Context: an optimization exercise on an open-source flow, tuned for a short achievable clock period and few clock cycles. The choices shown serve that exercise and are no tape-out recipe.
RTL that was checked went through simulation tests only; none was proved equivalent to the original.
For run 1, only the layout was checked, not whether the RTL still works.
Power is estimated from default activity; no workload was simulated.

==> design/flow/design.v <==
`default_nettype none
`default_nettype wire
`default_nettype none
package mips_pkg;
	typedef enum logic [5:0] {
		OP_SPECIAL = 6'h00,
		OP_BEQ     = 6'h04,
		OP_BNE     = 6'h05,
		OP_ADDIU   = 6'h09,
		OP_ORI     = 6'h0d,
		OP_LUI     = 6'h0f,
		OP_LW      = 6'h23,
		OP_SW      = 6'h2b
	} opcode_t;
	typedef enum logic [5:0] {
		FN_SLL  = 6'h00,
		FN_SRL  = 6'h02,
		FN_ADDU = 6'h21,
		FN_SUBU = 6'h23,
		FN_AND  = 6'h24,
		FN_OR   = 6'h25,
		FN_SLT  = 6'h2a
	} funct_t;
	typedef enum logic [2:0] {
		ALU_ADD,
		ALU_SUB,
		ALU_AND,
		ALU_OR,
		ALU_SLT,
		ALU_SLL,
		ALU_SRL,
		ALU_PASS_B
	} alu_op_t;
	typedef enum logic [1:0] {
		IMM_SIGN,
		IMM_ZERO,
		IMM_UPPER
	} imm_kind_t;
	typedef enum logic [1:0] {
		FWD_REG,
		FWD_FROM_M,
		FWD_FROM_W
	} fwd_sel_t;
endpackage
`default_nettype wire
`timescale 1ns/100ps
 `default_nettype none
`default_nettype wire
`default_nettype none
module mips_decoder (
	input  wire [32-1:0]    instr,
	output mips_pkg::alu_op_t       alu_op,
	output mips_pkg::imm_kind_t     imm_kind,
	output logic                    alu_src_imm,
	output logic                    shift_by_shamt,
	output logic                    reg_write,
	output logic [5-1:0] dest,
	output logic                    mem_read,
	output logic                    mem_write,
	output logic                    branch_eq,
	output logic                    branch_ne,
	output logic                    uses_rs,
	output logic                    uses_rt
);
	mips_pkg::opcode_t       opcode;
	mips_pkg::funct_t        funct;
	logic [5-1:0] rt;
	logic [5-1:0] rd;
	logic                    writes;
	assign opcode = mips_pkg::opcode_t'(instr[31:26]);
	assign funct  = mips_pkg::funct_t'(instr[5:0]);
	assign rt     = instr[20:16];
	assign rd     = instr[15:11];
	always_comb begin
		alu_op         = mips_pkg::ALU_ADD;
		imm_kind       = mips_pkg::IMM_SIGN;
		alu_src_imm    = 1'b0;
		shift_by_shamt = 1'b0;
		writes         = 1'b0;
		dest           = rt;
		mem_read       = 1'b0;
		mem_write      = 1'b0;
		branch_eq      = 1'b0;
		branch_ne      = 1'b0;
		uses_rs        = 1'b0;
		uses_rt        = 1'b0;
		case (opcode)
			mips_pkg::OP_SPECIAL: begin
				dest    = rd;
				writes  = 1'b1;
				uses_rs = 1'b1;
				uses_rt = 1'b1;
				case (funct)
					mips_pkg::FN_ADDU: alu_op = mips_pkg::ALU_ADD;
					mips_pkg::FN_SUBU: alu_op = mips_pkg::ALU_SUB;
					mips_pkg::FN_AND:  alu_op = mips_pkg::ALU_AND;
					mips_pkg::FN_OR:   alu_op = mips_pkg::ALU_OR;
					mips_pkg::FN_SLT:  alu_op = mips_pkg::ALU_SLT;
					mips_pkg::FN_SLL,
					mips_pkg::FN_SRL: begin
						alu_op         = (funct == mips_pkg::FN_SLL) ?
						                 mips_pkg::ALU_SLL : mips_pkg::ALU_SRL;
						shift_by_shamt = 1'b1;
						uses_rs        = 1'b0;
					end
					default: begin
						writes  = 1'b0;
						uses_rs = 1'b0;
						uses_rt = 1'b0;
					end
				endcase
			end
			mips_pkg::OP_ADDIU: begin
				alu_src_imm = 1'b1;
				writes      = 1'b1;
				uses_rs     = 1'b1;
			end
			mips_pkg::OP_ORI: begin
				alu_op      = mips_pkg::ALU_OR;
				imm_kind    = mips_pkg::IMM_ZERO;
				alu_src_imm = 1'b1;
				writes      = 1'b1;
				uses_rs     = 1'b1;
			end
			mips_pkg::OP_LUI: begin
				alu_op      = mips_pkg::ALU_PASS_B;
				imm_kind    = mips_pkg::IMM_UPPER;
				alu_src_imm = 1'b1;
				writes      = 1'b1;
			end
			mips_pkg::OP_LW: begin
				alu_src_imm = 1'b1;
				writes      = 1'b1;
				mem_read    = 1'b1;
				uses_rs     = 1'b1;
			end
			mips_pkg::OP_SW: begin
				alu_src_imm = 1'b1;
				mem_write   = 1'b1;
				uses_rs     = 1'b1;
				uses_rt     = 1'b1;
			end
			mips_pkg::OP_BEQ,
			mips_pkg::OP_BNE: begin
				branch_eq = (opcode == mips_pkg::OP_BEQ);
				branch_ne = (opcode == mips_pkg::OP_BNE);
				uses_rs   = 1'b1;
				uses_rt   = 1'b1;
			end
			default: ;
		endcase
	end
	assign reg_write = writes && (dest != '0);
endmodule
`default_nettype wire
`timescale 1ns/100ps
 `default_nettype none
`default_nettype wire
`default_nettype none
module mips_regfile (
	input  wire                     clk,
	input  wire                     rst_n,
	input  wire                     we,
	input  wire [5-1:0]  waddr,
	input  wire [32-1:0]    wdata,
	input  wire [5-1:0]  raddr_a,
	input  wire [5-1:0]  raddr_b,
	output logic [32-1:0]   rdata_a,
	output logic [32-1:0]   rdata_b
);
	logic [32-1:0] regs [32];
	always_ff @(posedge clk or negedge rst_n) begin
		if (!rst_n) begin
			for (int i = 0; i < 32; i++) begin
				regs[i] <= '0;
			end
		end else if (we && waddr != '0) begin
			regs[waddr] <= wdata;
		end
	end
	assign rdata_a = (raddr_a == '0) ? '0 :
	                 (we && waddr == raddr_a) ? wdata : regs[raddr_a];
	assign rdata_b = (raddr_b == '0) ? '0 :
	                 (we && waddr == raddr_b) ? wdata : regs[raddr_b];
endmodule
`default_nettype wire
`timescale 1ns/100ps
 `default_nettype none
`default_nettype wire
`default_nettype none
module mips_alu (
	input  wire mips_pkg::alu_op_t  op,
	input  wire [32-1:0]    a,
	input  wire [32-1:0]    b,
	input  wire [4:0]               shamt,
	output logic [32-1:0]   result
);
	logic less;
	assign less = $signed(a) < $signed(b);
	always_comb begin
		case (op)
			mips_pkg::ALU_ADD:
				result = a + b;
			mips_pkg::ALU_SUB:
				result = a - b;
			mips_pkg::ALU_AND:
				result = a & b;
			mips_pkg::ALU_OR:
				result = a | b;
			mips_pkg::ALU_SLT:
				result = {{(32-1){1'b0}}, less};
			mips_pkg::ALU_SLL:
				result = b << shamt;
			mips_pkg::ALU_SRL:
				result = b >> shamt;
			default:
				result = b;
		endcase
	end
endmodule
`default_nettype wire
`timescale 1ns/100ps
 `default_nettype none
`default_nettype wire
`default_nettype none
module mips_hazard_unit (
	input  wire [5-1:0]  rs_d,
	input  wire [5-1:0]  rt_d,
	input  wire                     uses_rs_d,
	input  wire                     uses_rt_d,
	input  wire                     branch_d,
	input  wire [5-1:0]  rs_e,
	input  wire [5-1:0]  rt_e,
	input  wire [5-1:0]  dest_e,
	input  wire                     reg_write_e,
	input  wire                     mem_read_e,
	input  wire [5-1:0]  dest_m,
	input  wire                     reg_write_m,
	input  wire                     mem_read_m,
	input  wire [5-1:0]  dest_w,
	input  wire                     reg_write_w,
	output mips_pkg::fwd_sel_t      fwd_a_e,
	output mips_pkg::fwd_sel_t      fwd_b_e,
	output mips_pkg::fwd_sel_t      fwd_a_d,
	output mips_pkg::fwd_sel_t      fwd_b_d,
	output logic                    stall
);
	logic load_use;
	logic branch_wait;
	function automatic logic [1:0] pick_e(input logic [5-1:0] src);
		if (reg_write_m && dest_m == src)
			pick_e = mips_pkg::FWD_FROM_M;
		else if (reg_write_w && dest_w == src)
			pick_e = mips_pkg::FWD_FROM_W;
		else
			pick_e = mips_pkg::FWD_REG;
	endfunction
	function automatic logic [1:0] pick_d(input logic [5-1:0] src);
		if (reg_write_m && !mem_read_m && dest_m == src)
			pick_d = mips_pkg::FWD_FROM_M;
		else
			pick_d = mips_pkg::FWD_REG;
	endfunction
	function automatic logic reads_reg(input logic [5-1:0] dest);
		reads_reg = (uses_rs_d && rs_d == dest) || (uses_rt_d && rt_d == dest);
	endfunction
	always_comb begin
		fwd_a_e = mips_pkg::fwd_sel_t'(pick_e(rs_e));
		fwd_b_e = mips_pkg::fwd_sel_t'(pick_e(rt_e));
		fwd_a_d = mips_pkg::fwd_sel_t'(pick_d(rs_d));
		fwd_b_d = mips_pkg::fwd_sel_t'(pick_d(rt_d));
	end
	always_comb begin
		load_use    = mem_read_e && reg_write_e && reads_reg(dest_e);
		branch_wait = branch_d &&
		              ((reg_write_e && reads_reg(dest_e)) ||
		               (mem_read_m && reg_write_m && reads_reg(dest_m)));
		stall       = load_use || branch_wait;
	end
endmodule
`default_nettype wire
`timescale 1ns/100ps
 `default_nettype none
`default_nettype wire
`default_nettype none
module mips_core (
	input  wire                    clk,
	input  wire                    rst_n,
	input  wire [32-1:0]   imem_data,
	input  wire [32-1:0]   dmem_rdata,
	output logic [32-1:0]  imem_addr,
	output logic [32-1:0]  dmem_addr,
	output logic [32-1:0]  dmem_wdata,
	output logic                   dmem_we
);
	localparam int BHT_AW = 6;
	localparam int BHT_N  = 1 << BHT_AW;
	logic [31:2]  pc_f;
	logic [31:0]  ir_d;
	logic [31:2]  pc_d;
	logic [31:0]  a_e;
	logic [31:0]  b_e;
	logic [31:0]  sd_e;
	logic         fa_e, fb_e, fsd_e, fsdl_e;
	logic [4:0]   sh_e;
	logic         op_add_e, op_sub_e, op_slt_e, op_and_e, op_or_e, op_sll_e, op_srl_e;
	logic         regw_e, ld_e, st_e, mem_e;
	logic [4:0]   dest_e;
	logic         br_e, beq_e, pred_e;
	logic [31:2]  alt_e;
	logic [BHT_AW-1:0] bidx_e;
	logic         bv_e;
	logic [1:0]   bc_e;
	logic [31:0]  alu_m;
	logic [31:0]  daddr_m;
	logic [31:0]  wdata_m;
	logic         we_m;
	logic         regw_m, ld_m;
	logic [4:0]   dest_m;
	logic [31:0]  rf [32];
	logic         bht_v [BHT_N];
	logic [1:0]   bht_c [BHT_N];
	logic [5:0]   op_d, fn_d;
	logic [4:0]   rs_d, rt_d, rd_d;
	logic [15:0]  imm_d;
	logic         is_r;
	logic         r_addu, r_subu, r_and, r_or, r_slt, r_sll, r_srl;
	logic         i_addiu, i_ori, i_lui, i_lw, i_sw, i_beq, i_bne;
	logic         writes_d, regw_d, uses_a, uses_b, use_imm;
	logic [4:0]   dest_d;
	logic [31:0]  imm_ext_d;
	assign op_d  = ir_d[31:26];
	assign fn_d  = ir_d[5:0];
	assign rs_d  = ir_d[25:21];
	assign rt_d  = ir_d[20:16];
	assign rd_d  = ir_d[15:11];
	assign imm_d = ir_d[15:0];
	assign is_r    = (op_d == 6'h00);
	assign r_addu  = is_r && (fn_d == 6'h21);
	assign r_subu  = is_r && (fn_d == 6'h23);
	assign r_and   = is_r && (fn_d == 6'h24);
	assign r_or    = is_r && (fn_d == 6'h25);
	assign r_slt   = is_r && (fn_d == 6'h2a);
	assign r_sll   = is_r && (fn_d == 6'h00);
	assign r_srl   = is_r && (fn_d == 6'h02);
	assign i_addiu = (op_d == 6'h09);
	assign i_ori   = (op_d == 6'h0d);
	assign i_lui   = (op_d == 6'h0f);
	assign i_lw    = (op_d == 6'h23);
	assign i_sw    = (op_d == 6'h2b);
	assign i_beq   = (op_d == 6'h04);
	assign i_bne   = (op_d == 6'h05);
	assign writes_d = r_addu | r_subu | r_and | r_or | r_slt | r_sll | r_srl |
	                  i_addiu | i_ori | i_lui | i_lw;
	assign dest_d   = is_r ? rd_d : rt_d;
	assign regw_d   = writes_d && (dest_d != 5'd0);
	assign uses_a   = r_addu | r_subu | r_and | r_or | r_slt |
	                  i_addiu | i_ori | i_lw | i_sw | i_beq | i_bne;
	assign uses_b   = r_addu | r_subu | r_and | r_or | r_slt | r_sll | r_srl |
	                  i_beq | i_bne;
	assign use_imm  = i_addiu | i_ori | i_lui | i_lw | i_sw;
	always_comb begin
		if (i_ori)
			imm_ext_d = {16'h0000, imm_d};
		else if (i_lui)
			imm_ext_d = {imm_d, 16'h0000};
		else
			imm_ext_d = {{16{imm_d[15]}}, imm_d};
	end
	logic [31:0]  res_m;
	logic [31:0]  rf_a, rf_b, val_a, val_b;
	logic         m_a, m_b, e_a, e_b, e_sd;
	logic         stall;
	assign res_m = ld_m ? dmem_rdata : alu_m;
	assign rf_a = rf[rs_d];
	assign rf_b = rf[rt_d];
	assign m_a  = regw_m && (dest_m == rs_d);
	assign m_b  = regw_m && (dest_m == rt_d);
	assign e_a  = regw_e && (dest_e == rs_d);
	assign e_b  = regw_e && (dest_e == rt_d);
	assign val_a = m_a ? res_m : rf_a;
	assign val_b = m_b ? res_m : rf_b;
	assign stall = ld_e && ((uses_a && e_a) || (uses_b && e_b));
	logic         isbr_d, pred_d;
	logic [31:2]  seq_d, target_d;
	logic [BHT_AW-1:0] bidx_d;
	logic         bv_d;
	logic [1:0]   bc_d;
	assign seq_d    = pc_f + 30'd1;
	assign target_d = pc_f + {{14{imm_d[15]}}, imm_d};
	assign bidx_d   = pc_d[BHT_AW+1:2];
	assign bv_d     = bht_v[bidx_d];
	assign bc_d     = bht_c[bidx_d];
	assign isbr_d   = (i_beq | i_bne) && (imm_d != 16'd1);
	assign pred_d   = isbr_d && (bv_d ? bc_d[1] : (imm_d[15] | i_bne));
	logic [31:0]  a_x, b_x, sum_x, res_x, shl_x, shr_x;
	logic         lt_x, eq_x, taken_x, mis_x;
	assign a_x   = fa_e ? alu_m : a_e;
	assign b_x   = fb_e ? alu_m : b_e;
	assign sum_x = a_x + ((op_sub_e | op_slt_e) ? ~b_x : b_x) + {31'd0, (op_sub_e | op_slt_e)};
	assign lt_x  = (a_x[31] ^ b_x[31]) ? a_x[31] : sum_x[31];
	assign shl_x = b_x << sh_e;
	assign shr_x = b_x >> sh_e;
	assign res_x = ({32{op_add_e | op_sub_e}} & sum_x) |
	               ({32{op_and_e}} & (a_x & b_x)) |
	               ({32{op_or_e}}  & (a_x | b_x)) |
	               ({32{op_sll_e}} & shl_x) |
	               ({32{op_srl_e}} & shr_x) |
	               {31'd0, op_slt_e & lt_x};
	assign eq_x    = (a_x == b_x);
	assign taken_x = beq_e ? eq_x : !eq_x;
	assign mis_x   = br_e && (taken_x != pred_e);
	assign imem_addr = {pc_f, 2'b00};
	always_ff @(posedge clk or negedge rst_n) begin
		if (!rst_n) begin
			pc_f <= '0;
			ir_d <= 32'h0000_0000;
		end else if (mis_x) begin
			pc_f <= alt_e;
			ir_d <= 32'h0000_0000;
		end else if (!stall) begin
			pc_f <= pred_d ? target_d : seq_d;
			ir_d <= imem_data;
		end
	end
	always_ff @(posedge clk) begin
		if (!stall)
			pc_d <= pc_f;
	end
	always_ff @(posedge clk or negedge rst_n) begin
		if (!rst_n) begin
			regw_e <= 1'b0;
			ld_e   <= 1'b0;
			st_e   <= 1'b0;
			mem_e  <= 1'b0;
			br_e   <= 1'b0;
			dest_e <= '0;
		end else begin
			regw_e <= regw_d && !stall;
			ld_e   <= i_lw && !stall;
			st_e   <= i_sw && !stall;
			mem_e  <= (i_lw | i_sw) && !stall;
			br_e   <= isbr_d && !stall;
			dest_e <= stall ? 5'd0 : dest_d;
		end
	end
	always_ff @(posedge clk) begin
		a_e      <= uses_a ? val_a : 32'd0;
		b_e      <= use_imm ? imm_ext_d : val_b;
		sd_e     <= val_b;
		fa_e     <= uses_a && e_a;
		fb_e     <= uses_b && e_b;
		fsd_e    <= i_sw && e_b && !ld_e;
		fsdl_e   <= i_sw && e_b && ld_e;
		sh_e     <= ir_d[10:6];
		op_add_e <= r_addu | i_addiu | i_lw | i_sw;
		op_sub_e <= r_subu;
		op_slt_e <= r_slt;
		op_and_e <= r_and;
		op_or_e  <= r_or | i_ori | i_lui;
		op_sll_e <= r_sll;
		op_srl_e <= r_srl;
		beq_e    <= i_beq;
		pred_e   <= pred_d;
		alt_e    <= pred_d ? seq_d : target_d;
		bidx_e   <= bidx_d;
		bv_e     <= bv_d;
		bc_e     <= bc_d;
	end
	always_ff @(posedge clk or negedge rst_n) begin
		if (!rst_n) begin
			regw_m <= 1'b0;
			ld_m   <= 1'b0;
			we_m   <= 1'b0;
			dest_m <= '0;
		end else begin
			regw_m <= regw_e;
			ld_m   <= ld_e;
			we_m   <= st_e;
			dest_m <= dest_e;
		end
	end
	always_ff @(posedge clk) begin
		alu_m <= res_x;
		if (mem_e)
			daddr_m <= sum_x;
		if (st_e)
			wdata_m <= fsdl_e ? dmem_rdata : (fsd_e ? alu_m : sd_e);
	end
	assign dmem_addr  = daddr_m;
	assign dmem_wdata = wdata_m;
	assign dmem_we    = we_m;
	assign rf[0] = 32'd0;
	for (genvar i = 1; i < 32; i++) begin : g_rf
		always_ff @(posedge clk or negedge rst_n) begin
			if (!rst_n)
				rf[i] <= '0;
			else if (regw_m && dest_m == i)
				rf[i] <= res_m;
		end
	end
	always_ff @(posedge clk or negedge rst_n) begin
		if (!rst_n) begin
			for (int i = 0; i < BHT_N; i++)
				bht_v[i] <= 1'b0;
		end else if (br_e) begin
			bht_v[bidx_e] <= 1'b1;
		end
	end
	always_ff @(posedge clk) begin
		if (br_e) begin
			if (!bv_e)
				bht_c[bidx_e] <= taken_x ? 2'd2 : 2'd1;
			else if (taken_x)
				bht_c[bidx_e] <= (bc_e == 2'd3) ? 2'd3 : bc_e + 2'd1;
			else
				bht_c[bidx_e] <= (bc_e == 2'd0) ? 2'd0 : bc_e - 2'd1;
		end
	end
endmodule
`default_nettype wire
==> design/flow/run.sh <==
#!/bin/bash
# synth_recipe.tcl (not shown) runs the flow's synth.tcl, then flattens the netlist and writes it again
# the make line also repeats each setting of config.mk as NAME=value (left out here)
make -C /OpenROAD-flow-scripts/flow DESIGN_CONFIG=/design/flow/config.mk WORK_HOME=/design/flow/orfs CLKGATE_MAP_FILE= SYNTH_SCRIPT=/design/flow/synth_recipe.tcl finish
==> design/flow/config.mk <==
export PLATFORM = sky130hd
export DESIGN_NAME = mips_core
export DESIGN_NICKNAME = mips_core
export VERILOG_FILES = /design/flow/design.v
export SDC_FILE = /design/flow/constraint.sdc
export NUM_CORES = 4
export LEC_CHECK = 0
export ABC_CLOCK_PERIOD_IN_PS = 2500
export CAP_MARGIN = 20
export CELL_PAD_IN_SITES_DETAIL_PLACEMENT = 1
export CELL_PAD_IN_SITES_GLOBAL_PLACEMENT = 2
export CORE_MARGIN = 2
export CORE_UTILIZATION = 35
export SETUP_SLACK_MARGIN = 5
export SLEW_MARGIN = 20
export TNS_END_PERCENT = 100
==> design/flow/constraint.sdc <==
create_clock -name core_clock -period 8.0 [get_ports {clk}]
set_input_delay 1.6000 -clock core_clock [delete_from_list [all_inputs] [get_ports {clk}]]
set_output_delay 1.6000 -clock core_clock [all_outputs]
set_load 0.01 [all_outputs]
==> results of run 1 <==
[metrics by stage]
step                      std cells  worst slack [ps]  area [µm²]  total power, W  hold slack (ps)
after CTS                     11200              4200       94400          0.0247              414
after global routing          11500              4050       98700          0.0262              440
after floorplan                8009              4500       76700          0.0127              343
after global placement        10600              2590       82100          0.0152              410
final                         11500              4120       98700          0.0253              420
after detailed placement      10600              2520       82100          0.0152              398
[critical path, cell delays in order, from the launching register on]
cell and delay, ps:
dfxtp_4 410, buf_12 160, buf_4 130, mux2i_4 270, ha_4 240, nor4_4 290
nand4_1 490, nor2_4 380, xnor2_4 150, buf_12 160, buf_6 110, maj3_2 330
nor2_4 110, a21oi_4 70, buf_12 200
[sequential cells by signal, indices dropped and copies added (netlist names), 5 cells and up, named ones only]
signal   flops
rf         992
bht_c      128
bht_v       64
a_e         32
alu_m       32
b_e         32
daddr_m     32
ir_d        32
sd_e        32
wdata_m     32
alt_e       30
pc_f        30
bidx_e       6
pc_d         6
dest_e       5
dest_m       5
sh_e         5
[cells in the mapped netlist, drive strengths merged (11+ instances only)]
cell	n	share of area [%]
a211oi	34	0.33
a21o	27	0.27
a21oi	811	5.3
a221o	21	0.28
a221oi	243	2.8
a222oi	64	0.84
a22o	238	2.7
a22oi	434	4.3
a31oi	15	0.14
and2	48	0.39
and3	29	0.24
buf	89	0.56
clkbuf	605	3.0
dfrtp	1136	37
dfxtp	191	5.0
edfxtp	198	7.8
ha	122	2.0
inv	145	0.71
mux2	64	0.94
mux2i	238	3.2
mux4	52	1.5
nand2	724	3.6
nand2b	38	0.31
nand3	204	1.3
nand3b	29	0.28
nand4	98	0.80
nor2	911	4.5
nor2b	24	0.20
nor3	81	0.53
nor4	51	0.44
o211ai	12	0.12
o21a	11	0.11
o21ai	610	4.0
o221ai	17	0.20
o22ai	48	0.40
o31ai	11	0.11
or2	68	0.56
or3	14	0.11
xnor2	93	1.1
xor2	55	0.63
[repair_timing]
item                       in CTS  in global routing
cloned                         33                 26
pin swaps                     161                237
gates resized for setup      1154                475
setup endpoints to repair     898                599
setup buffers                 310                177
[path summary, 6_finish.rpt]
path | cells past startpoint | endpoint | slack, ps | startpoint
worst min register to register | 0 | regw_m | 420 | regw_e
min in group asynchronous | 1 | bht_v[26] | 680 | rst_n
max in group asynchronous | 3 | rf[24][24] | 5460 | rst_n
worst max-delay path | 14 | bht_c[3][0] | 4120 | fa_e
worst min-delay path | 0 | regw_m | 420 | regw_e
worst max register to register | 14 | bht_c[3][0] | 4120 | fa_e
[where the power goes]
part           internal, W  total [W]  switching [W]  leakage, nW
Combinational      0.00283    0.00697        0.00414         21.6
Clock              0.00475    0.00850        0.00375         2.94
Sequential         0.00879    0.00982        0.00104         14.3
[layout make-up]
class	count	area (µm²)
well taps	2854	3570
fillers	23400	118000
clock inverters	70	731
diodes	12	30.0
repair buffers	933	10400
multi-input cells	5661	39900
flip-flops and latches	1525	38300
clock buffers	265	5250
inverters	145	551
[cells by family after synthesis]
logic type / count (synthesis) / synth area share, %
mux: 354 / 5.67
fa+ha+maj: 128 / 2.10
buf+inv: 839 / 4.25
other cells: 1 / 0.00491
xor+xnor: 148 / 1.70
flops: 1525 / 50.0
compound gates: 2657 / 22.6
simple gates: 2356 / 13.6
[metal layers]
layer  GRT usage [%]  wire length (µm)  vias up
met4            21.4             31200       24
met2            58.6            199000     4379
met1            53.1            188000    38700
met5           0.281               483        -
li1                -                 -    30300
met3            10.1             44600     1284
==> flow_summary.toml, run 1 <==
[placed_design]
dpl.hpwl_um = 270000
gp_congestion = 0.928
io_buffers = 160

[timing]
fin_skew_ps = 39.9
tightest_slew_ps = 1160
setup_viol = 0
slew_violations = 0
finalHoldViolCount = 0
fmax_mhz = 258
relSlewSlack_pct = 22.7
period_needed_ps = 3880
period_share_pct = 48.5
setup_tns_ps = 0
rsz0062_at_grt = "true"

[detailed_routing]
dr.first_iter.drc_count = 10200
drc = 0
viasPerCell = 6.52
vias = 74700
drt_pass1_iterations = 9
wl_per_cell_um = 40.3
ant_nets = 0
totalWireLength_um = 462000

[logic_synthesis]
ys_types = 91
avgSynthCellArea_um2 = 9.54
synth_seq_cells = 1525
synth_area_um2 = 76400
ys_seq_area_share_pct = 50.0
synth_flop_cell = "dfrtp_1"
ys_warn_count = 3
async_flop_share_pct = 74.5
synth_enable_flop_cells = 198
netlist_instances = 8008

[global_routing]
grt_pass1_wl_um = 616000
grt_overflow = 0
grt_max_degree = 162
grt_pass1_vias = 72700
grtUsageTotal_pct = 39.7
antenna_found_initial = 33

[setup_path]
cp.arrival_ps = 4450
cp-start-kind = "flop"
worst_setup_path_end_kind = "flop"
cp.required_ps = 8570
critPathKind = "flop to flop"
crit_path_max_fanout = 50

[pwr]
power_density_nw_per_um2 = 256
ir_drop_uv = 243
leakagePower_nw = 38.9

[final_layout]
final_nets = 8637
mostFrequentLayoutCells = "dfrtp_1 (1,079), nor2_1 (795), a21oi_1 (737), nand2_1 (689), o21ai_0 (555)"
area_delta_synth_final_pct = 29.2
fin_util_pct = 45.5
drive_above_1_share_pct = 24.4
layout_commonest_cell = "dfrtp_1"

[floorplan]
dieArea_um2 = 222000
die_w_um = 471
fp-row-count = 171
core_area_um2 = 217000
boundaryPins = 163
start_util_pct = 35.2
dieHeight_um = 471

[clock_tree]
clkSinkCount = 1525
clk_path_buf_depth = 3
clk_latency_ps = 880
clk_pin_slew_ps = 60
cts_tree = "built"
cts_root_buf = "clkbuf_16"
h-tree-depth = 4
cts_buffers = 181
hold_buffers = 0

[worst_hold_path]
hold_class = "flop to flop"

[status]
status = "finished clean"

[run]
max_cap_violations = 0
==> run 2, diff against run 1 <==
--- a/design/flow/design.v
+++ b/design/flow/design.v
@@ -298,12 +298,16 @@
 	logic [31:2]  pc_f;
 	logic [31:0]  ir_d;
+	logic         valid_d;
 	logic [31:2]  pc_d;
-	logic [31:0]  a_e;
-	logic [31:0]  b_e;
-	logic [31:0]  sd_e;
-	logic         fa_e, fb_e, fsd_e, fsdl_e;
+	logic [31:0]  a_e;         
+	logic [31:0]  b_e;         
+	logic [31:0]  sb_e;        
+	logic [31:0]  ca_e, cb_e;  
+	logic [31:0]  sd_e;        
+	logic         sdl_e;       
 	logic [4:0]   sh_e;
+	logic         cin_e;
 	logic         op_add_e, op_sub_e, op_slt_e, op_and_e, op_or_e, op_sll_e, op_srl_e;
-	logic         regw_e, ld_e, st_e, mem_e;
+	logic         regw_e, ld_e, st_e;
 	logic [4:0]   dest_e;
 	logic         br_e, beq_e, pred_e;
@@ -327,5 +331,5 @@
 	logic         r_addu, r_subu, r_and, r_or, r_slt, r_sll, r_srl;
 	logic         i_addiu, i_ori, i_lui, i_lw, i_sw, i_beq, i_bne;
-	logic         writes_d, regw_d, uses_a, uses_b, use_imm;
+	logic         writes_d, regw_d, uses_a, uses_b, use_imm, ld_d, st_d, sh_d, bq_d;
 	logic [4:0]   dest_d;
 	logic [31:0]  imm_ext_d;
@@ -351,12 +355,16 @@
 	assign i_beq   = (op_d == 6'h04);
 	assign i_bne   = (op_d == 6'h05);
-	assign writes_d = r_addu | r_subu | r_and | r_or | r_slt | r_sll | r_srl |
-	                  i_addiu | i_ori | i_lui | i_lw;
+	assign writes_d = valid_d & (r_addu | r_subu | r_and | r_or | r_slt | r_sll | r_srl |
+	                  i_addiu | i_ori | i_lui | i_lw);
 	assign dest_d   = is_r ? rd_d : rt_d;
 	assign regw_d   = writes_d && (dest_d != 5'd0);
-	assign uses_a   = r_addu | r_subu | r_and | r_or | r_slt |
-	                  i_addiu | i_ori | i_lw | i_sw | i_beq | i_bne;
-	assign uses_b   = r_addu | r_subu | r_and | r_or | r_slt | r_sll | r_srl |
-	                  i_beq | i_bne;
+	assign uses_a   = valid_d & (r_addu | r_subu | r_and | r_or | r_slt |
+	                  i_addiu | i_ori | i_lw | i_sw | i_beq | i_bne);
+	assign uses_b   = valid_d & (r_addu | r_subu | r_and | r_or | r_slt | r_sll | r_srl |
+	                  i_beq | i_bne);
+	assign ld_d     = valid_d & i_lw;
+	assign st_d     = valid_d & i_sw;
+	assign sh_d     = r_sll | r_srl;
+	assign bq_d     = i_beq | i_bne;
 	assign use_imm  = i_addiu | i_ori | i_lui | i_lw | i_sw;
 	always_comb begin
@@ -368,7 +376,8 @@
 			imm_ext_d = {{16{imm_d[15]}}, imm_d};
 	end
+	logic [31:0]  res_x;
 	logic [31:0]  res_m;
-	logic [31:0]  rf_a, rf_b, val_a, val_b;
-	logic         m_a, m_b, e_a, e_b, e_sd;
+	logic [31:0]  rf_a, rf_b, val_a, val_b, opa_d, opb_d;
+	logic         m_a, m_b, e_a, e_b;
 	logic         stall;
 	assign res_m = ld_m ? dmem_rdata : alu_m;
@@ -381,32 +390,52 @@
 	assign val_a = m_a ? res_m : rf_a;
 	assign val_b = m_b ? res_m : rf_b;
+	assign opa_d = e_a ? res_x : val_a;
+	assign opb_d = e_b ? res_x : val_b;
 	assign stall = ld_e && ((uses_a && e_a) || (uses_b && e_b));
 	logic         isbr_d, pred_d;
 	logic [31:2]  seq_d, target_d;
 	logic [BHT_AW-1:0] bidx_d;
-	logic         bv_d;
+	logic         bv_d;      
 	logic [1:0]   bc_d;
 	assign seq_d    = pc_f + 30'd1;
 	assign target_d = pc_f + {{14{imm_d[15]}}, imm_d};
 	assign bidx_d   = pc_d[BHT_AW+1:2];
-	assign bv_d     = bht_v[bidx_d];
-	assign bc_d     = bht_c[bidx_d];
-	assign isbr_d   = (i_beq | i_bne) && (imm_d != 16'd1);
+	assign isbr_d   = valid_d && bq_d && (imm_d != 16'd1);
 	assign pred_d   = isbr_d && (bv_d ? bc_d[1] : (imm_d[15] | i_bne));
-	logic [31:0]  a_x, b_x, sum_x, res_x, shl_x, shr_x;
+	logic [31:0]  sum_x, shl_x, shr_x;
 	logic         lt_x, eq_x, taken_x, mis_x;
-	assign a_x   = fa_e ? alu_m : a_e;
-	assign b_x   = fb_e ? alu_m : b_e;
-	assign sum_x = a_x + ((op_sub_e | op_slt_e) ? ~b_x : b_x) + {31'd0, (op_sub_e | op_slt_e)};
-	assign lt_x  = (a_x[31] ^ b_x[31]) ? a_x[31] : sum_x[31];
-	assign shl_x = b_x << sh_e;
-	assign shr_x = b_x >> sh_e;
+	logic [31:0]  p_x, g_x, c_x;
+	assign p_x = a_e ^ b_e;
+	assign g_x = a_e & b_e;
+	always_comb begin
+		logic [31:0] gg, pp, gn, pn;
+		gg = {g_x[31:1], g_x[0] | (p_x[0] & cin_e)};
+		pp = p_x;
+		for (int d = 1; d < 32; d = d * 2) begin
+			for (int i = 0; i < 32; i++) begin
+				if (i >= d) begin
+					gn[i] = gg[i] | (pp[i] & gg[i-d]);
+					pn[i] = pp[i] & pp[i-d];
+				end else begin
+					gn[i] = gg[i];
+					pn[i] = pp[i];
+				end
+			end
+			gg = gn;
+			pp = pn;
+		end
+		c_x = {gg[30:0], cin_e};
+	end
+	assign sum_x = p_x ^ c_x;
+	assign lt_x  = (a_e[31] == b_e[31]) ? a_e[31] : sum_x[31];
+	assign shl_x = sb_e << sh_e;
+	assign shr_x = sb_e >> sh_e;
 	assign res_x = ({32{op_add_e | op_sub_e}} & sum_x) |
-	               ({32{op_and_e}} & (a_x & b_x)) |
-	               ({32{op_or_e}}  & (a_x | b_x)) |
+	               ({32{op_and_e}} & g_x) |
+	               ({32{op_or_e}}  & (g_x | p_x)) |
 	               ({32{op_sll_e}} & shl_x) |
 	               ({32{op_srl_e}} & shr_x) |
 	               {31'd0, op_slt_e & lt_x};
-	assign eq_x    = (a_x == b_x);
+	assign eq_x    = (ca_e == cb_e);
 	assign taken_x = beq_e ? eq_x : !eq_x;
 	assign mis_x   = br_e && (taken_x != pred_e);
@@ -414,17 +443,31 @@
 	always_ff @(posedge clk or negedge rst_n) begin
 		if (!rst_n) begin
-			pc_f <= '0;
-			ir_d <= 32'h0000_0000;
+			pc_f    <= '0;
+			valid_d <= 1'b0;
 		end else if (mis_x) begin
-			pc_f <= alt_e;
-			ir_d <= 32'h0000_0000;
+			pc_f    <= alt_e;
+			valid_d <= 1'b0;
 		end else if (!stall) begin
-			pc_f <= pred_d ? target_d : seq_d;
-			ir_d <= imem_data;
+			pc_f    <= pred_d ? target_d : seq_d;
+			valid_d <= 1'b1;
 		end
 	end
+	always_ff @(posedge clk or negedge rst_n) begin
+		if (!rst_n)
+			ir_d <= 32'h0000_0000;
+		else if (!stall)
+			ir_d <= imem_data;
+	end
 	always_ff @(posedge clk) begin
-		if (!stall)
+		if (!stall) begin
 			pc_d <= pc_f;
+			bc_d <= bht_c[pc_f[BHT_AW+1:2]];
+		end
+	end
+	always_ff @(posedge clk or negedge rst_n) begin
+		if (!rst_n)
+			bv_d <= 1'b0;
+		else if (!stall)
+			bv_d <= bht_v[pc_f[BHT_AW+1:2]];
 	end
 	always_ff @(posedge clk or negedge rst_n) begin
@@ -433,12 +476,10 @@
 			ld_e   <= 1'b0;
 			st_e   <= 1'b0;
-			mem_e  <= 1'b0;
 			br_e   <= 1'b0;
 			dest_e <= '0;
 		end else begin
 			regw_e <= regw_d && !stall;
-			ld_e   <= i_lw && !stall;
-			st_e   <= i_sw && !stall;
-			mem_e  <= (i_lw | i_sw) && !stall;
+			ld_e   <= ld_d && !stall;
+			st_e   <= st_d && !stall;
 			br_e   <= isbr_d && !stall;
 			dest_e <= stall ? 5'd0 : dest_d;
@@ -446,11 +487,9 @@
 	end
 	always_ff @(posedge clk) begin
-		a_e      <= uses_a ? val_a : 32'd0;
-		b_e      <= use_imm ? imm_ext_d : val_b;
-		sd_e     <= val_b;
-		fa_e     <= uses_a && e_a;
-		fb_e     <= uses_b && e_b;
-		fsd_e    <= i_sw && e_b && !ld_e;
-		fsdl_e   <= i_sw && e_b && ld_e;
+		a_e      <= uses_a ? opa_d : 32'd0;
+		b_e      <= use_imm ? imm_ext_d : ((r_subu | r_slt) ? ~opb_d : opb_d);
+		cin_e    <= r_subu | r_slt;
+		sd_e     <= opb_d;
+		sdl_e    <= ld_e && e_b;
 		sh_e     <= ir_d[10:6];
 		op_add_e <= r_addu | i_addiu | i_lw | i_sw;
@@ -467,4 +506,10 @@
 		bv_e     <= bv_d;
 		bc_e     <= bc_d;
+		if (sh_d)
+			sb_e <= opb_d;
+		if (bq_d) begin
+			ca_e <= opa_d;
+			cb_e <= opb_d;
+		end
 	end
 	always_ff @(posedge clk or negedge rst_n) begin
@@ -482,9 +527,7 @@
 	end
 	always_ff @(posedge clk) begin
-		alu_m <= res_x;
-		if (mem_e)
-			daddr_m <= sum_x;
-		if (st_e)
-			wdata_m <= fsdl_e ? dmem_rdata : (fsd_e ? alu_m : sd_e);
+		alu_m   <= res_x;
+		daddr_m <= sum_x;
+		wdata_m <= sdl_e ? dmem_rdata : sd_e;
 	end
 	assign dmem_addr  = daddr_m;
@@ -500,20 +543,35 @@
 		end
 	end
+	logic              br_u, taken_u, bv_u;
+	logic [1:0]        bc_u;
+	logic [BHT_AW-1:0] bidx_u;
+	always_ff @(posedge clk or negedge rst_n) begin
+		if (!rst_n)
+			br_u <= 1'b0;
+		else
+			br_u <= br_e;
+	end
+	always_ff @(posedge clk) begin
+		taken_u <= taken_x;
+		bv_u    <= bv_e;
+		bc_u    <= bc_e;
+		bidx_u  <= bidx_e;
+	end
 	always_ff @(posedge clk or negedge rst_n) begin
 		if (!rst_n) begin
 			for (int i = 0; i < BHT_N; i++)
 				bht_v[i] <= 1'b0;
-		end else if (br_e) begin
-			bht_v[bidx_e] <= 1'b1;
+		end else if (br_u) begin
+			bht_v[bidx_u] <= 1'b1;
 		end
 	end
 	always_ff @(posedge clk) begin
-		if (br_e) begin
-			if (!bv_e)
-				bht_c[bidx_e] <= taken_x ? 2'd2 : 2'd1;
-			else if (taken_x)
-				bht_c[bidx_e] <= (bc_e == 2'd3) ? 2'd3 : bc_e + 2'd1;
+		if (br_u) begin
+			if (!bv_u)
+				bht_c[bidx_u] <= taken_u ? 2'd2 : 2'd1;
+			else if (taken_u)
+				bht_c[bidx_u] <= (bc_u == 2'd3) ? 2'd3 : bc_u + 2'd1;
 			else
-				bht_c[bidx_e] <= (bc_e == 2'd0) ? 2'd0 : bc_e - 2'd1;
+				bht_c[bidx_u] <= (bc_u == 2'd0) ? 2'd0 : bc_u - 2'd1;
 		end
 	end
==> run 2 against run 1 <==
Still clean on timing, DRC and antenna. Clock-buffer cell count grew 8. Critical path depth shrank 3. Area after synthesis grew 5.4%. Combinational power grew 2%. Synthesized cell count grew 5.8%. Clock skew grew 19 ps.
==> flow_summary.toml, run 2 <==
[logic_synthesis]
synth_top_area_share_pct = 35.4
synth_top_area_cell = "dfrtp_1"
avgSynthCellArea_um2 = 9.51
synth_most_common_cell = "nand2_1"
synth_top_cells_by_count = "nand2_1 (1,139), dfrtp_1 (1,138), nor2_1 (793)"
synth_flop_cell = "dfrtp_1"
synth_area_um2 = 80600
ys_warn_count = 3
synth_enable_flop_cells = 232
netlist_instances = 8471
async_flop_share_pct = 69.9
synth.area.top_cells = "dfrtp_1 (35%), edfxtp_1 (8.6%), a22oi_1 (6.8%)"
ys_seq_area_share_pct = 50.4
synth_seq_cells = 1627
ys_types = 108

[global_routing]
grt_pass1_vias = 78000
grtUsageTotal_pct = 40.3
grt_overflow = 0
antenna_found_initial = 39
grt_pass1_wl_um = 662000
grt_max_degree = 159

[timing]
finalHoldViolCount = 0
setup_tns_ps = 0
fin_skew_ps = 59.2
fmax_mhz = 296
rsz0062_at_grt = "true"
period_share_pct = 42.2
relSlewSlack_pct = 18.0
period_needed_ps = 3370
slew_violations = 0
tightest_slew_ps = 1230
setup_viol = 0

[pwr]
swShare_pct = 33.5
p_sw_w = 0.00889
p_clk_share_pct = 34.5
intPower_w = 0.0176
ir_drop_uv = 236
power_density_nw_per_um2 = 249
seq_power_share_pct = 38.7
p_comb_share_pct = 26.8
leakagePower_nw = 43.3

[clock_tree]
clk_pin_slew_ps = 60
clk_path_buf_depth = 3
cts_tree = "built"
h-tree-depth = 4
hold_buffers = 0
cts_root_buf = "clkbuf_16"
clkSinkCount = 1627
cts_buffers = 189
clk_latency_ps = 890

[detailed_routing]
totalWireLength_um = 492000
vias = 79400
viasPerCell = 6.49
dr.first_iter.drc_count = 11200
drt_pass1_iterations = 12
wl_per_cell_um = 40.2
drc = 0
ant_nets = 0

[floorplan]
core_area_um2 = 229000
dieArea_um2 = 234000
fp-row-count = 176
die_w_um = 484
dieHeight_um = 484
start_util_pct = 35.1
boundaryPins = 163

[final_layout]
layout_commonest_cell = "nand2_1"
fin_util_pct = 46.4
final_nets = 9200
drive_above_1_share_pct = 26.8
top_regs = "rf (992), bht_c (128), bht_v (64)"
area_delta_synth_final_pct = 32.3
max_flop_register = "rf"
mostFrequentLayoutCells = "nand2_1 (1,098), dfrtp_1 (1,083), nor2_1 (713), a22oi_1 (687), o21ai_0 (658)"
largest_register_ffs = 992

[setup_path]
crit_path_max_fanout = 6
worstSetupStartpoint = "sh_e[1]"
critPathKind = "flop to flop"
cp-start-kind = "flop"
r2r-end = "b_e[12]"
cp.arrival_ps = 4120
worst-r2r-setup-slack_ps = 4630
crit_path_end = "b_e[12]"
worst_setup_path_end_kind = "flop"
cp.required_ps = 8740
r2r-start = "sh_e[1]"
worst_r2r_path_depth = 11

[worst_hold_path]
hold_class = "flop to flop"

[status]
status = "finished clean"

[placed_design]
gp_congestion = 0.948
io_buffers = 160
dpl.hpwl_um = 295000

[run]
max_cap_violations = 0
run 2: timing repair:
item	CTS	global route
resized for setup	1559	378
setup buffers	440	171
cloned	45	15
pin swaps	261	194
endpoints found under the setup margin	839	495
run 2: power groups by stage:
stage,logic (W),clock network (W),registers (W)
global placement,0.00496,0,0.0104
global route,0.00755,0.00956,0.0103
CTS,0.00648,0.00924,0.0102
detailed placement,0.00505,0,0.0104
floorplan,0.00301,0,0.0100
finish,0.00711,0.00915,0.0103
run 2: through the flow:
stage / cell area [µm²] / power [W] / hold slack, ps / setup WS (ps) / instances
6_report: 107000 / 0.0265 / 326 / 4630 / 12200
5_1_grt: 107000 / 0.0274 / 336 / 4560 / 12200
4_1_cts: 103000 / 0.0259 / 316 / 4670 / 12000
3_5_place_dp: 86300 / 0.0155 / 313 / 2960 / 11200
3_3_place_gp: 86100 / 0.0154 / 310 / 3060 / 11200
2_1_floorplan: 80600 / 0.0130 / 310 / 5000 / 8472
run 2: critical path, cell delays in order (launching register included):
cell	delay [ps]
dfxtp_4	400
buf_6	180
buf_4	150
mux4_2	370
mux2i_1	190
and2_1	240
a211oi_1	750
nor3_4	110
buf_6	190
a2bb2oi_4	270
nor2_1	90
a221o_1	290
run 2: cell type report:
cell class,instances,area [µm²]
well taps,3026,3790
clock buffers,273,5530
diodes,21,52.6
fillers,24700,123000
repair inverters,2,12.5
flip-flops and latches,1627,40800
clock inverters,81,971
inverters,139,574
repair buffers,1080,12700
multi-input cells,5995,42200
run 2: logic make-up after synthesis:
| logic type | share of synthesized area [%] |
|---|---|
| AOI/OAI and AO/OA | 22.3 |
| xor gates and xnor gates | 1.63 |
| adders and majority gates | 1.58 |
| buffers and inverters | 4.43 |
| DFF | 50.4 |
| muxes | 5.16 |
| other | 0.00466 |
| and+or+nand+nor | 14.5 |
run 2: worst min-delay path by stage:
stage / startpoint / end / slack, ps / cells after the start
6_report: bc_e[0] / bc_u[0] / 330 / 0
5_1_grt: bc_e[0] / bc_u[0] / 340 / 0
4_1_cts: bv_e / bv_u / 320 / 0
3_5_place_dp: bc_e[0] / bc_u[0] / 310 / 0
3_3_place_gp: bidx_e[2] / bidx_u[2] / 310 / 0
2_1_floorplan: bc_e[0] / bc_u[0] / 310 / 0
run 2: metal layers:
metal / share of wire, % / wire, µm / vias to the layer above / track usage [%]
met5: 0.030 / 146 / - / 0
met1: 41 / 203000 / 41100 / 55.3
li1: - / - / 32000 / -
met4: 6.4 / 31600 / 24 / 21.2
met3: 10 / 49000 / 1427 / 9.57
met2: 42 / 208000 / 4832 / 58.9
Testbench counts of run 2, summed over its fixed seeds: cycles 83,120.
==> run 3, diff against run 2 <==
--- a/design/flow/design.v
+++ b/design/flow/design.v
@@ -190,32 +190,45 @@
 `default_nettype none
 module mips_alu (
-	input  wire mips_pkg::alu_op_t  op,
-	input  wire [32-1:0]    a,
-	input  wire [32-1:0]    b,
-	input  wire [4:0]               shamt,
-	output logic [32-1:0]   result
+	input  wire [31:0]  a,
+	input  wire [31:0]  b,
+	input  wire [31:0]  sb,
+	input  wire [4:0]   sh,
+	input  wire         op_and,
+	input  wire         op_or,
+	input  wire         op_sll,
+	input  wire         op_srl,
+	output logic [31:0] p,       
+	output logic [31:0] c,       
+	output logic [31:0] oth,     
+	output logic        lt       
 );
-	logic less;
-	assign less = $signed(a) < $signed(b);
+	logic [31:0] g, sum;
+	assign p = a ^ b;
+	assign g = a & b;
 	always_comb begin
-		case (op)
-			mips_pkg::ALU_ADD:
-				result = a + b;
-			mips_pkg::ALU_SUB:
-				result = a - b;
-			mips_pkg::ALU_AND:
-				result = a & b;
-			mips_pkg::ALU_OR:
-				result = a | b;
-			mips_pkg::ALU_SLT:
-				result = {{(32-1){1'b0}}, less};
-			mips_pkg::ALU_SLL:
-				result = b << shamt;
-			mips_pkg::ALU_SRL:
-				result = b >> shamt;
-			default:
-				result = b;
-		endcase
+		logic [31:0] gg, pp, gn, pn;
+		gg = g;
+		pp = p;
+		for (int d = 1; d < 32; d = d * 2) begin
+			for (int i = 0; i < 32; i++) begin
+				if (i >= d) begin
+					gn[i] = gg[i] | (pp[i] & gg[i-d]);
+					pn[i] = pp[i] & pp[i-d];
+				end else begin
+					gn[i] = gg[i];
+					pn[i] = pp[i];
+				end
+			end
+			gg = gn;
+			pp = pn;
+		end
+		c = {gg[30:0], 1'b0};
 	end
+	assign sum = p ^ c;
+	assign lt  = (a[31] == b[31]) ? ~a[31] : ~sum[31];
+	assign oth = ({32{op_and}} & g) |
+	             ({32{op_or}}  & (g | p)) |
+	             ({32{op_sll}} & (sb << sh)) |
+	             ({32{op_srl}} & (sb >> sh));
 endmodule
 `default_nettype wire
@@ -298,4 +311,5 @@
 	logic [31:2]  pc_f;
 	logic [31:0]  ir_d;
+	logic [31:1]  rs_oh_d, rt_oh_d;    
 	logic         valid_d;
 	logic [31:2]  pc_d;
@@ -307,6 +321,5 @@
 	logic         sdl_e;       
 	logic [4:0]   sh_e;
-	logic         cin_e;
-	logic         op_add_e, op_sub_e, op_slt_e, op_and_e, op_or_e, op_sll_e, op_srl_e;
+	logic         arith_e, op_sub_e, op_slt_e, op_and_e, op_or_e, op_sll_e, op_srl_e;
 	logic         regw_e, ld_e, st_e;
 	logic [4:0]   dest_e;
@@ -322,5 +335,6 @@
 	logic         regw_m, ld_m;
 	logic [4:0]   dest_m;
-	logic [31:0]  rf [32];
+	logic [31:1]  wen_m;       
+	logic [31:0]  rf [1:31];
 	logic         bht_v [BHT_N];
 	logic [1:0]   bht_c [BHT_N];
@@ -382,6 +396,12 @@
 	logic         stall;
 	assign res_m = ld_m ? dmem_rdata : alu_m;
-	assign rf_a = rf[rs_d];
-	assign rf_b = rf[rt_d];
+	always_comb begin
+		rf_a = '0;
+		rf_b = '0;
+		for (int i = 1; i < 32; i++) begin
+			rf_a = rf_a | (rf[i] & {32{rs_oh_d[i]}});
+			rf_b = rf_b | (rf[i] & {32{rt_oh_d[i]}});
+		end
+	end
 	assign m_a  = regw_m && (dest_m == rs_d);
 	assign m_b  = regw_m && (dest_m == rt_d);
@@ -392,4 +412,9 @@
 	assign opa_d = e_a ? res_x : val_a;
 	assign opb_d = e_b ? res_x : val_b;
+	logic         inv_d;
+	logic [31:0]  a_oth_d, b_oth_d;
+	assign inv_d   = r_subu | r_slt;
+	assign a_oth_d = uses_a ? (val_a ^ {32{inv_d}}) : 32'd0;
+	assign b_oth_d = use_imm ? imm_ext_d : val_b;
 	assign stall = ld_e && ((uses_a && e_a) || (uses_b && e_b));
 	logic         isbr_d, pred_d;
@@ -399,58 +424,68 @@
 	logic [1:0]   bc_d;
 	assign seq_d    = pc_f + 30'd1;
-	assign target_d = pc_f + {{14{imm_d[15]}}, imm_d};
-	assign bidx_d   = pc_d[BHT_AW+1:2];
-	assign isbr_d   = valid_d && bq_d && (imm_d != 16'd1);
-	assign pred_d   = isbr_d && (bv_d ? bc_d[1] : (imm_d[15] | i_bne));
-	logic [31:0]  sum_x, shl_x, shr_x;
-	logic         lt_x, eq_x, taken_x, mis_x;
-	logic [31:0]  p_x, g_x, c_x;
-	assign p_x = a_e ^ b_e;
-	assign g_x = a_e & b_e;
 	always_comb begin
-		logic [31:0] gg, pp, gn, pn;
-		gg = {g_x[31:1], g_x[0] | (p_x[0] & cin_e)};
-		pp = p_x;
-		for (int d = 1; d < 32; d = d * 2) begin
-			for (int i = 0; i < 32; i++) begin
-				if (i >= d) begin
-					gn[i] = gg[i] | (pp[i] & gg[i-d]);
-					pn[i] = pp[i] & pp[i-d];
+		logic [31:2] ta, tb, tp, tg, gn, pn;
+		ta = pc_f;
+		tb = {{14{imm_d[15]}}, imm_d};
+		tp = ta ^ tb;
+		tg = ta & tb;
+		for (int d = 1; d < 30; d = d * 2) begin
+			for (int i = 2; i < 32; i++) begin
+				if (i - 2 >= d) begin
+					gn[i] = tg[i] | (tp[i] & tg[i-d]);
+					pn[i] = tp[i] & tp[i-d];
 				end else begin
-					gn[i] = gg[i];
-					pn[i] = pp[i];
+					gn[i] = tg[i];
+					pn[i] = tp[i];
 				end
 			end
-			gg = gn;
-			pp = pn;
+			tg = gn;
+			tp = pn;
 		end
-		c_x = {gg[30:0], cin_e};
+		target_d = (ta ^ tb) ^ {tg[30:2], 1'b0};
 	end
-	assign sum_x = p_x ^ c_x;
-	assign lt_x  = (a_e[31] == b_e[31]) ? a_e[31] : sum_x[31];
-	assign shl_x = sb_e << sh_e;
-	assign shr_x = sb_e >> sh_e;
-	assign res_x = ({32{op_add_e | op_sub_e}} & sum_x) |
-	               ({32{op_and_e}} & g_x) |
-	               ({32{op_or_e}}  & (g_x | p_x)) |
-	               ({32{op_sll_e}} & shl_x) |
-	               ({32{op_srl_e}} & shr_x) |
-	               {31'd0, op_slt_e & lt_x};
+	assign bidx_d   = pc_d[BHT_AW+1:2];
+	assign isbr_d   = valid_d && bq_d && (imm_d != 16'd1);
+	assign pred_d   = isbr_d && (bv_d ? bc_d[1] : (imm_d[15] | i_bne));
+	logic [31:0]  sum_x, p_x, c_x, oth_x, oth_slt_x, fwd_a_x;
+	logic         lt_x;
+	logic         eq_x, taken_x, mis_x;
+	mips_alu u_alu (
+		.a      (a_e),
+		.b      (b_e),
+		.sb     (sb_e),
+		.sh     (sh_e),
+		.op_and (op_and_e),
+		.op_or  (op_or_e),
+		.op_sll (op_sll_e),
+		.op_srl (op_srl_e),
+		.p      (p_x),
+		.c      (c_x),
+		.oth    (oth_x),
+		.lt     (lt_x)
+	);
+	assign sum_x     = p_x ^ c_x;
+	assign oth_slt_x = {oth_x[31:1], oth_x[0] | (op_slt_e & lt_x)};
+	assign res_x     = arith_e ? (p_x ^ c_x ^ {32{op_sub_e}}) : oth_slt_x;
+	assign fwd_a_x   = arith_e ? (p_x ^ {32{op_sub_e ^ inv_d}} ^ c_x) : (oth_slt_x ^ {32{inv_d}});
 	assign eq_x    = (ca_e == cb_e);
 	assign taken_x = beq_e ? eq_x : !eq_x;
 	assign mis_x   = br_e && (taken_x != pred_e);
-	assign imem_addr = {pc_f, 2'b00};
+	logic [31:2]  pc_next;
+	logic [31:2]  pc_out;      
+	assign pc_next   = mis_x ? alt_e : (stall ? pc_f : (pred_d ? target_d : seq_d));
+	assign imem_addr = {pc_out, 2'b00};
 	always_ff @(posedge clk or negedge rst_n) begin
 		if (!rst_n) begin
 			pc_f    <= '0;
 			valid_d <= 1'b0;
-		end else if (mis_x) begin
-			pc_f    <= alt_e;
-			valid_d <= 1'b0;
-		end else if (!stall) begin
-			pc_f    <= pred_d ? target_d : seq_d;
-			valid_d <= 1'b1;
+		end else begin
+			pc_f    <= pc_next;
+			valid_d <= mis_x ? 1'b0 : (stall ? valid_d : 1'b1);
 		end
 	end
+	always_ff @(posedge clk) begin
+		pc_out <= rst_n ? pc_next : 30'd0;
+	end
 	always_ff @(posedge clk or negedge rst_n) begin
 		if (!rst_n)
@@ -461,4 +496,12 @@
 	always_ff @(posedge clk) begin
 		if (!stall) begin
+			for (int i = 1; i < 32; i++) begin
+				rs_oh_d[i] <= (imem_data[25:21] == i);
+				rt_oh_d[i] <= (imem_data[20:16] == i);
+			end
+		end
+	end
+	always_ff @(posedge clk) begin
+		if (!stall) begin
 			pc_d <= pc_f;
 			bc_d <= bht_c[pc_f[BHT_AW+1:2]];
@@ -487,11 +530,10 @@
 	end
 	always_ff @(posedge clk) begin
-		a_e      <= uses_a ? opa_d : 32'd0;
-		b_e      <= use_imm ? imm_ext_d : ((r_subu | r_slt) ? ~opb_d : opb_d);
-		cin_e    <= r_subu | r_slt;
+		a_e      <= (uses_a && e_a) ? fwd_a_x : a_oth_d;
+		b_e      <= (!use_imm && e_b) ? res_x : b_oth_d;
 		sd_e     <= opb_d;
 		sdl_e    <= ld_e && e_b;
 		sh_e     <= ir_d[10:6];
-		op_add_e <= r_addu | i_addiu | i_lw | i_sw;
+		arith_e  <= r_addu | i_addiu | i_lw | i_sw | r_subu;
 		op_sub_e <= r_subu;
 		op_slt_e <= r_slt;
@@ -519,4 +561,5 @@
 			we_m   <= 1'b0;
 			dest_m <= '0;
+			wen_m  <= '0;
 		end else begin
 			regw_m <= regw_e;
@@ -524,4 +567,6 @@
 			we_m   <= st_e;
 			dest_m <= dest_e;
+			for (int i = 1; i < 32; i++)
+				wen_m[i] <= regw_e && (dest_e == i);
 		end
 	end
@@ -534,10 +579,9 @@
 	assign dmem_wdata = wdata_m;
 	assign dmem_we    = we_m;
-	assign rf[0] = 32'd0;
 	for (genvar i = 1; i < 32; i++) begin : g_rf
 		always_ff @(posedge clk or negedge rst_n) begin
 			if (!rst_n)
 				rf[i] <= '0;
-			else if (regw_m && dest_m == i)
+			else if (wen_m[i])
 				rf[i] <= res_m;
 		end
==> run 3 against run 2 <==
Still clean on timing, DRC and antenna. Clock-buffer cell count rose by 27. Sequential share of layout area rose by 4.0 points. Total power rose by 2.3%. Hold slack improved by 3.2 ps. Critical path depth did not move. Register-to-register slack improved by 30 ps. Largest cell class is now flip-flops and latches.
==> flow_summary.toml, run 3 <==
[setup_path]
cp.required_ps = 8730
worst_setup_path_end_kind = "flop"
critPathKind = "flop to flop"
cp_slowest_cell = "fa_2"
slowest_delay_ps = 390
cp_num_buf_inv = 0
path_delay_family = "compound AO/OA/AOI/OAI gates"
crit_path_max_fanout = 3
r2r-start = "b_e[0]"
worstSetupStartpoint = "b_e[0]"
path_cells = "ha_4, fa_2, a21o_1, o2bb2ai_4, o21ai_4, o211ai_1, a211oi_2, xnor3_2, a21oi_4, mux2_4, mux2i_4"
cp.arrival_ps = 4080
cp-start-kind = "flop"

[detailed_routing]
vias = 77700
drc = 0
wl_per_cell_um = 40.1
viasPerCell = 6.54
ant_nets = 0
totalWireLength_um = 477000
dr.first_iter.drc_count = 11000
drt_pass1_iterations = 9

[logic_synthesis]
synth_most_common_cell = "nor2_1"
synth.area.top_cells = "dfrtp_1 (35%), edfxtp_1 (11%), a21oi_1 (6.9%)"
avgSynthCellArea_um2 = 10.1
ys_warn_count = 4
netlist_instances = 8228
synth_seq_cells = 1749
synth_enable_flop_cells = 294
synth_top_area_cell = "dfrtp_1"
synth_flop_cell = "dfrtp_1"
synth_top_family_by_area = "compound AO/OA/AOI/OAI gates"
synth_compound_area_share_pct = 21.7
synthAdderAreaFrac_pct = 1.51
ys_seq_area_share_pct = 52.6
synth_top_area_share_pct = 35.2
ys_types = 112
muxShareOfSynthArea_pct = 5.46
synth-xor-area-share_pct = 2.18
synth_simple_gate_area_share_pct = 12.4
synth_top_cells_by_count = "nor2_1 (1,322), dfrtp_1 (1,169), a21oi_1 (1,149)"
synth_area_um2 = 83200
async_flop_share_pct = 66.8

[timing]
setup_ws_ps = 4660
relSlewSlack_pct = 15.7
rsz0062_at_grt = "true"
fmax_mhz = 299
period_share_pct = 41.8
setup_viol = 0
hold_ws_ps = 329
fin_skew_ps = 46.9
setup_tns_ps = 0
tightest_slew_ps = 1250
slew_violations = 0
finalHoldViolCount = 0
period_needed_ps = 3340

[clock_tree]
h-tree-depth = 4
clk_latency_ps = 880
cts_tree = "built"
clk_path_buf_depth = 3
clk_pin_slew_ps = 60
cts_root_buf = "clkbuf_16"
cts_buffers = 203
hold_buffers = 0
clkSinkCount = 1749

[placed_design]
gp_congestion = 0.915
dpl.hpwl_um = 286000
io_buffers = 160
pre_cts_slack_ps = 3300

[pwr]
total_power_w = 0.0271
power_density_nw_per_um2 = 260
leakagePower_nw = 39.8
ir_drop_uv = 212

[floorplan]
dieArea_um2 = 242000
die_w_um = 492
core_area_um2 = 237000
fp-row-count = 179
dieHeight_um = 492
boundaryPins = 163
start_util_pct = 35.1

[final_layout]
drive_above_1_share_pct = 23.3
layout_commonest_cell = "nor2_1"
max_flop_register = "rf"
fin_util_pct = 44.0
largest_register_ffs = 992
mostFrequentLayoutCells = "nor2_1 (1,302), dfrtp_1 (1,103), a21oi_1 (1,090), buf_4 (419), a22o_1 (345)"
top_regs = "rf (992), bht_c (128), bht_v (64)"
final_nets = 8699
fillers = 25300
area_delta_synth_final_pct = 25.4

[global_routing]
antenna_found_initial = 36
grt_pass1_wl_um = 641000
grt_overflow = 0
grt_max_degree = 137
grt_pass1_vias = 75700
grtUsageTotal_pct = 37.8

[worst_hold_path]
hold_class = "flop to flop"
hp-start = "bidx_e[3]"

[run]
max_cap_violations = 0

[status]
status = "finished clean"
## run 3: changes by cell type after synthesis, sizes merged, moves of 208 or more
cell and delta:
nand2 -804, o21ai -527, a22oi -487, a21oi +428
nor2 +529, a22o +208, a221oi +283
## run 3: logic make-up after synthesis
kind of cell             after synthesis
AO/OA/AOI/OAI                       2673
AND/OR/NAND/NOR                     2335
flip-flops                          1749
buffers and inverters                874
multiplexers                         314
XOR/XNOR                             183
adder cells (fa/ha/maj)               99
other                                  1
## run 3: final timing paths
check,cells after the start,end,slack [ps]
setup / recovery,11,a_e[20],4660
hold / removal,0,bidx_u[3],330
setup reg to reg,11,a_e[20],4660
hold reg to reg,0,bidx_u[3],330
max in group asynchronous,3,rf[26][16],5230
min in group asynchronous,1,rf[30][18],680
## run 3: metrics by stage
stage | cell area (µm²) | instances
6_report | 104000 | 11900
5_1_grt | 104000 | 11900
4_1_cts | 101000 | 11700
3_5_place_dp | 88800 | 11100
3_3_place_gp | 88700 | 11100
2_1_floorplan | 83600 | 8229
## run 3: timing repair
action	4_1_cts	5_1_grt
resized for setup	1084	457
pin swaps	118	205
gates cloned	19	20
endpoints found under the hold margin	0	0
setup buffers	213	155
setup endpoints to repair	577	309
## run 3: cell type report
class                           instances  area (µm²)  area share, %
Tap cell                             3167        3960           3.80
Antenna cell                           12        30.0         0.0288
Inverter                              142         624          0.598
Timing Repair inverter                  7        95.1         0.0911
Timing Repair Buffer                  821        8450           8.10
Clock buffer                          300        5930           5.68
Sequential cell                      1749       44100           42.2
Clock inverter                         81         910          0.872
Multi-Input combinational cell       5610       40300           38.6
## run 3: power by group
part	total, W	switching [W]	internal (W)
Sequential	0.0109	0.000900	0.0100
Clock	0.00971	0.00420	0.00551
Combinational	0.00651	0.00372	0.00279
Total	0.0271	0.00882	0.0183
## run 3: worst reg2reg max path: cells and delay by family, from the launching register on
| kind | cells | cell delay (ps) |
|---|---|---|
| AOI/OAI and AO/OA | 6 | 1350 |
| xor gates and xnor gates | 1 | 370 |
| adders and majority gates | 2 | 560 |
| DFF | 1 | 340 |
| muxes | 2 | 590 |
## run 3: per-layer routing
layer,GRT usage (%),routed length (µm),vias to the layer above
met4,15.5,25000,26
met3,8.66,46800,1155
met5,0,173,-
li1,-,-,31000
met1,53.4,202000,41000
met2,55.7,203000,4523
Testbench counts of run 3, summed over its fixed seeds: cycles 83,120.

what the ideal ports hide:
No port has a modelled driver above. Below, the same layouts with a new extraction and two added sets of constraints.
Step 1 sets driving cells, clkbuf_16 on the clock port and buf_2 on the other inputs (assumed; they add their load-dependent delay and slew).
Step 2 also shifts input and output timing later by t, the mid clock arrival at the registers, as if the neighbouring blocks saw the same clock.
a / b / c = ideal / step 1 / step 2; a / b = the first two.
| run | t, ns | setup WS [ns] | worst data-port slew with drivers (ns) |
|---|---|---|---|
| run 1 | 0.962 | 4.121 / 4.121 / 4.121 | 0.08 |
| run 2 | 0.950 | 4.627 / 4.627 / 4.149 | 0.13 |
| run 3 | 0.956 | 4.657 / 4.657 / 4.094 | 0.16 |
After both steps every run listed still meets setup and hold. For run 3, which loses most, drivers alone change the setup slack by 0.000 ns; drivers and shift together by -0.563 ns.
